What follows belongs to an exercise in optimizing a design on an open flow for small area, a short achievable clock period and few clock cycles per item; a production flow would make more cautious choices. Where RTL was checked, it was by simulation tests only, not by an equivalence proof against the original.

## before
==> flow/design.v <==
package fspt_pkg;
	localparam int unsigned TICK_W  = 32;
	localparam int unsigned FRAME_W = 16;
	localparam int unsigned LOSS_W  = 8;
	localparam int unsigned LIMIT_W = TICK_W + LOSS_W;
	localparam logic [LOSS_W-1:0] LOSS_FRAMES_RESET = LOSS_W'(3);
	localparam logic REQ_CAPTURE = 1'b0;
	localparam logic REQ_POLL    = 1'b1;
	typedef struct packed {
		logic              req_type;
		logic [TICK_W-1:0] tick_value;
	} fspt_in_t;
	typedef struct packed {
		logic [FRAME_W-1:0] frame_count;
		logic [TICK_W-1:0]  last_capture;
		logic [TICK_W-1:0]  period_estimate;
		logic               in_sync;
		logic               sync_dropped;
	} fspt_out_t;
endpackage
module frame_sync_period_tracker (
	input  logic                                  clk,
	input  logic                                  arst_n,
	input  logic                                  cfg_we,
	input  logic [fspt_pkg::LOSS_W-1:0]           cfg_wdata,
	input  logic                                  in_valid,
	output logic                                  in_ready,
	input  fspt_pkg::fspt_in_t                    in_item,
	output logic                                  out_valid,
	input  logic                                  out_ready,
	output fspt_pkg::fspt_out_t                   out_item
);
	localparam int unsigned TW = fspt_pkg::TICK_W;
	logic                            h_valid;
	logic                            h_poll;
	logic [TW-1:0]                   h_tick;
	logic [TW-1:0]                   h_iv;       
	logic                            k_valid;
	logic                            k_poll;
	logic [TW-1:0]                   k_tick;
	logic                            out_valid_q;
	logic                            dropped_q;
	logic [fspt_pkg::LOSS_W-1:0]     loss_q;
	logic [fspt_pkg::FRAME_W-1:0]    frame_q;
	logic [TW-1:0]                   prev_q;
	logic [TW-1:0]                   period_q;
	logic                            locked_q;
	logic                            base_q;
	logic [TW:0]                     acc_q;      
	logic [2:0]                      idx_q;      
	logic                            lbit_q;     
	logic                            exact_q;
	logic                            accept;
	logic                            slot_free;
	logic                            wait_poll;
	logic                            advance;
	logic                            is_cap;
	logic                            is_poll;
	logic                            h_load;
	assign in_ready  = !k_valid;
	assign accept    = in_valid && !k_valid;
	assign slot_free = !out_valid_q || out_ready;
	assign is_cap    = h_valid && !h_poll && slot_free;
	assign is_poll   = h_valid && h_poll && slot_free && !wait_poll;
	assign advance   = is_cap || is_poll;
	assign h_load    = advance || !h_valid;
	assign out_valid = out_valid_q;
	assign out_item.frame_count     = frame_q;
	assign out_item.last_capture    = prev_q;
	assign out_item.period_estimate = period_q;
	assign out_item.in_sync         = locked_q;
	assign out_item.sync_dropped    = dropped_q;
	logic                            n_poll;
	logic [TW-1:0]                   n_tick;
	logic [TW-1:0]                   n_base;
	logic [TW-1:0]                   n_iv;
	logic                            n_co;
	assign n_poll = k_valid ? k_poll : in_item.req_type;
	assign n_tick = k_valid ? k_tick : in_item.tick_value;
	assign n_base = (h_valid && !h_poll) ? h_tick : prev_q;
	fspt_add #(.W(TW)) u_interval (.a(n_tick), .b(~n_base), .cin(1'b1), .sum(n_iv), .cout(n_co));
	always_ff @(posedge clk or negedge arst_n) begin
		if (!arst_n) begin
			h_valid <= 1'b0;
			k_valid <= 1'b0;
		end else begin
			if (h_load)
				h_valid <= k_valid || accept;
			if (advance)
				k_valid <= 1'b0;
			else if (h_valid && accept)
				k_valid <= 1'b1;
		end
	end
	always_ff @(posedge clk) begin
		if (h_load) begin
			h_poll <= n_poll;
			h_tick <= n_tick;
			h_iv   <= n_iv;
		end
		if (!k_valid) begin
			k_poll <= in_item.req_type;
			k_tick <= in_item.tick_value;
		end
	end
	logic [TW-1:0]                   e_a, e_b, e_c, e_s, e_k;
	logic [TW-1:0]                   ema;
	logic                            ema_co;
	assign e_a = period_q;
	assign e_b = ~(period_q >> 2);
	assign e_c = h_iv >> 2;
	assign e_s = e_a ^ e_b ^ e_c;
	assign e_k = {((e_a & e_b) | (e_a & e_c) | (e_b & e_c)), 1'b0};
	fspt_add #(.W(TW)) u_ema (.a(e_s), .b(e_k), .cin(1'b1), .sum(ema), .cout(ema_co));
	logic [TW-1:0]                   ge_d;
	logic                            ge_co;
	logic                            ge;
	logic                            loss_zero;
	logic                            can_drop;
	logic                            drop_now;
	assign ge_d  = '0;
	fspt_geq #(.W(TW)) u_ge (.a(h_iv), .b(acc_q[TW-1:0]), .ge(ge_co));
	assign ge = !acc_q[TW] && ge_co;
	assign loss_zero = loss_q == '0;
	assign can_drop  = locked_q && (period_q != '0);
	assign drop_now  = can_drop && (loss_zero || (ge && exact_q));
	assign wait_poll = h_poll && can_drop && !loss_zero && ge && !exact_q;
	logic [TW-1:0]                   period_d;
	assign period_d = (is_cap && base_q) ? (locked_q ? ema : h_iv) : period_q;
	logic [2:0]                      top;
	logic [2:0]                      top_new;
	logic [2:0]                      top_rs;
	logic                            restart;
	logic [TW-1:0]                   pm;
	logic [TW:0]                     u_lo;
	logic                            u_co;
	logic                            ovf;
	always_comb begin
		top = 3'd0;
		for (int i = 1; i < 8; i++)
			if (loss_q[i]) top = 3'(i);
		top_new = 3'd0;
		for (int i = 1; i < 8; i++)
			if (cfg_wdata[i]) top_new = 3'(i);
	end
	assign restart = (is_cap && base_q) || cfg_we;
	assign top_rs  = cfg_we ? top_new : top;
	assign pm      = period_q & {TW{lbit_q}};
	fspt_add #(.W(TW+1)) u_horner (.a({acc_q[TW-1:0], 1'b0}), .b({1'b0, pm}), .cin(1'b0), .sum(u_lo), .cout(u_co));
	assign ovf     = acc_q[TW] || u_co || u_lo[TW];
	logic [2:0]                      idx_d;
	logic [fspt_pkg::LOSS_W-1:0]     loss_d;
	assign loss_d = cfg_we ? cfg_wdata : loss_q;
	assign idx_d  = restart ? (top_rs - 3'd1) : (!exact_q ? (idx_q - 3'd1) : idx_q);
	always_ff @(posedge clk or negedge arst_n) begin
		if (!arst_n) begin
			idx_q   <= 3'd0;
			lbit_q  <= 1'b0;
			exact_q <= 1'b0;
		end else begin
			idx_q  <= idx_d;
			lbit_q <= loss_d[idx_d];
			if (restart)
				exact_q <= top_rs == 3'd0;
			else if (!exact_q)
				exact_q <= idx_q == 3'd0;
		end
	end
	always_ff @(posedge clk) begin
		if (restart) begin
			acc_q <= {1'b0, period_d};
		end else if (!exact_q) begin
			acc_q <= {ovf, u_lo[TW-1:0]};
		end
	end
	always_ff @(posedge clk or negedge arst_n) begin
		if (!arst_n) begin
			out_valid_q <= 1'b0;
		end else if (advance) begin
			out_valid_q <= 1'b1;
		end else if (out_ready) begin
			out_valid_q <= 1'b0;
		end
	end
	always_ff @(posedge clk) begin
		if (advance) begin
			dropped_q <= h_poll && drop_now;
		end
	end
	always_ff @(posedge clk or negedge arst_n) begin
		if (!arst_n) begin
			loss_q   <= fspt_pkg::LOSS_FRAMES_RESET;
			frame_q  <= '0;
			prev_q   <= '0;
			period_q <= '0;
			locked_q <= 1'b0;
			base_q   <= 1'b0;
		end else begin
			if (cfg_we) begin
				loss_q <= cfg_wdata;
			end
			period_q <= period_d;
			if (is_cap) begin
				frame_q  <= frame_q + fspt_pkg::FRAME_W'(1);
				prev_q   <= h_tick;
				locked_q <= locked_q || base_q;
				base_q   <= 1'b1;
			end else if (is_poll && drop_now) begin
				locked_q <= 1'b0;
				base_q   <= 1'b0;
			end
		end
	end
endmodule
module fspt_add #(
	parameter int unsigned W = 32
) (
	input  logic [W-1:0] a,
	input  logic [W-1:0] b,
	input  logic         cin,
	output logic [W-1:0] sum,
	output logic         cout
);
	logic [W-1:0] p0, g0, g, p;
	assign p0 = a ^ b;
	assign g0 = a & b;
	always_comb begin
		g = g0;
		p = p0;
		g[0] = g0[0] | (p0[0] & cin);
		for (int l = 0; (1 << l) < W; l++) begin
			for (int j = 0; j < W; j++) begin
				if (((j + 1) % (2 << l)) == 0) begin
					g[j] = g[j] | (p[j] & g[j - (1 << l)]);
					p[j] = p[j] & p[j - (1 << l)];
				end
			end
		end
		for (int l = 5; l >= 0; l--) begin
			for (int j = 0; j < W; j++) begin
				if ((1 << l) < W && ((j + 1) % (2 << l)) == (1 << l) && j >= (2 << l) - 1 + 1 - 1 && j > (1 << l)) begin
					g[j] = g[j] | (p[j] & g[j - (1 << l)]);
					p[j] = p[j] & p[j - (1 << l)];
				end
			end
		end
	end
	assign sum  = p0 ^ {g[W-2:0], cin};
	assign cout = g[W-1];
endmodule
module fspt_geq #(
	parameter int unsigned W = 32
) (
	input  logic [W-1:0] a,
	input  logic [W-1:0] b,
	output logic         ge
);
	logic [W-1:0] g, t;
	always_comb begin
		g = a & ~b;
		t = a | ~b;
		for (int l = 0; (1 << l) < W; l++) begin
			for (int j = W - 1; j >= 0; j--) begin
				if (((j + 1) % (2 << l)) == 0) begin
					g[j] = g[j] | (t[j] & g[j - (1 << l)]);
					t[j] = t[j] & t[j - (1 << l)];
				end
			end
		end
	end
	assign ge = g[W-1] | t[W-1];
endmodule
Settings: LEC_CHECK=0, ABC_AREA=1, CAP_MARGIN=20, CORE_MARGIN=2, CORE_UTILIZATION=60, CTS_CLUSTER_DIAMETER=150, CTS_CLUSTER_SIZE=15, SETUP_SLACK_MARGIN=4.5, SLEW_MARGIN=20; clock period 8.0 ns.
standard.sh (not shown) runs the stock make flow with config.mk's settings and CLKGATE_MAP_FILE= SYNTH_SCRIPT=/design/flow/synth_recipe.tcl, a recipe that flattens the netlist after the stock synthesis.
==> flow/flow/run.sh <==
#!/bin/bash
# The standard layout (standard.sh: ORFS synthesis through finish), with
# one change: the buffers that ORFS puts on every input and output port are
# made from the plain sky130_fd_sc_hd__buf_1 cell instead of the delay-buffer
# cell buffer_ports picks by default. Timing repair may still resize them.
# ORFS's own per-step logs are kept under orfs/logs; the make output goes to
# standard.log in this folder.
set -euo pipefail
export BUFFER_PORTS_ARGS="-buffer_cell sky130_fd_sc_hd__buf_1"
bash standard.sh > standard.log 2>&1
> inputs changed (before -> after)
-- flow/design.v --
<<< before, line 119
	logic                            can_drop;
	logic                            drop_now;
	assign ge_d  = '0;
	fspt_geq #(.W(TW)) u_ge (.a(h_iv), .b(acc_q[TW-1:0]), .ge(ge_co));
	assign ge = !acc_q[TW] && ge_co;
	assign loss_zero = loss_q == '0;
>>> after, line 119
	logic                            can_drop;
	logic                            drop_now;
	fspt_add #(.W(TW)) u_ge (.a(h_iv), .b(~acc_q[TW-1:0]), .cin(1'b1), .sum(ge_d), .cout(ge_co));
	assign ge = !acc_q[TW] && ge_co;
	assign loss_zero = loss_q == '0;
<<< before, line 231
		for (int l = 0; (1 << l) < W; l++) begin
			for (int j = 0; j < W; j++) begin
				if (((j + 1) % (2 << l)) == 0) begin
					g[j] = g[j] | (p[j] & g[j - (1 << l)]);
					p[j] = p[j] & p[j - (1 << l)];
				end
			end
		end
		for (int l = 5; l >= 0; l--) begin
			for (int j = 0; j < W; j++) begin
				if ((1 << l) < W && ((j + 1) % (2 << l)) == (1 << l) && j >= (2 << l) - 1 + 1 - 1 && j > (1 << l)) begin
					g[j] = g[j] | (p[j] & g[j - (1 << l)]);
					p[j] = p[j] & p[j - (1 << l)];
				end
			end
>>> after, line 230
		for (int l = 0; (1 << l) < W; l++) begin
			for (int j = 0; j < W; j++) begin
				if (((j >> l) & 1) != 0) begin
					g[j] = g[j] | (p[j] & g[((j >> l) << l) - 1]);
					p[j] = p[j] & p[((j >> l) << l) - 1];
				end
			end
<<< before, line 249
	assign cout = g[W-1];
endmodule
module fspt_geq #(
	parameter int unsigned W = 32
) (
	input  logic [W-1:0] a,
	input  logic [W-1:0] b,
	output logic         ge
);
	logic [W-1:0] g, t;
	always_comb begin
		g = a & ~b;
		t = a | ~b;
		for (int l = 0; (1 << l) < W; l++) begin
			for (int j = W - 1; j >= 0; j--) begin
				if (((j + 1) % (2 << l)) == 0) begin
					g[j] = g[j] | (t[j] & g[j - (1 << l)]);
					t[j] = t[j] & t[j - (1 << l)];
				end
			end
		end
	end
	assign ge = g[W-1] | t[W-1];
endmodule
>>> after, line 240
	assign cout = g[W-1];
endmodule
==> comparison <==
On core outline area, the higher figure sits with after, not before.
Taking before as the reference, in after final cycle utilization of the critical path -4.8 points, cell area shows a reduction of 120 um2.
Per the comparison of after with before, largest stage delay on the critical path now sits lower, per-cell routed wire length now sits lower, post-synthesis to final-layout area growth now sits lower.
[after] via count rose 997 relative to before
after: layout multi-input combinational cell count is 252 higher than what before reported.
From before to after the numbers moved as follows: utilization dropped 5.1 points.
Number of fillers in the final layout is lower on before
Summary — met1 track demand over resource in global routing, after relative to before: lower, by 0.56 points.
Testbench counts of after, summed over its fixed seeds: cycles 24,139, items 24,000.
For before, only the layout was checked, not whether the RTL still works.

-- separate check: timing with driven ports --
The results above use ideal ports. As a check the final layouts listed here were re-extracted and re-timed, cells and wires unchanged. Step 1, drivers: a clkbuf_16 drives clk and a buf_2 each remaining input, both assumed. Step 2 adds t to the input delays and takes it off the output delays; t is the mean of the earliest and latest rising clock arrival at the registers after step 1. Input paths then give back, and output paths get back, about the clock's delay inside the block. a / b / c = ideal / step 1 / step 2; a / b = the first two.
| run | shift t [ns] | slack for setup (ns) | slew at the worst register clock pin (ns) |
|---|---|---|---|
| before | 0.542 | 4.212 / 4.231 / 3.689 | 0.08 / 0.08 |
| after | 0.548 | 4.597 / 4.627 / 4.079 | 0.08 / 0.08 |
After both steps setup and hold are still met in every run listed. For before, which loses most, drivers alone change the setup slack by +0.019 ns; drivers and shift together by -0.523 ns.
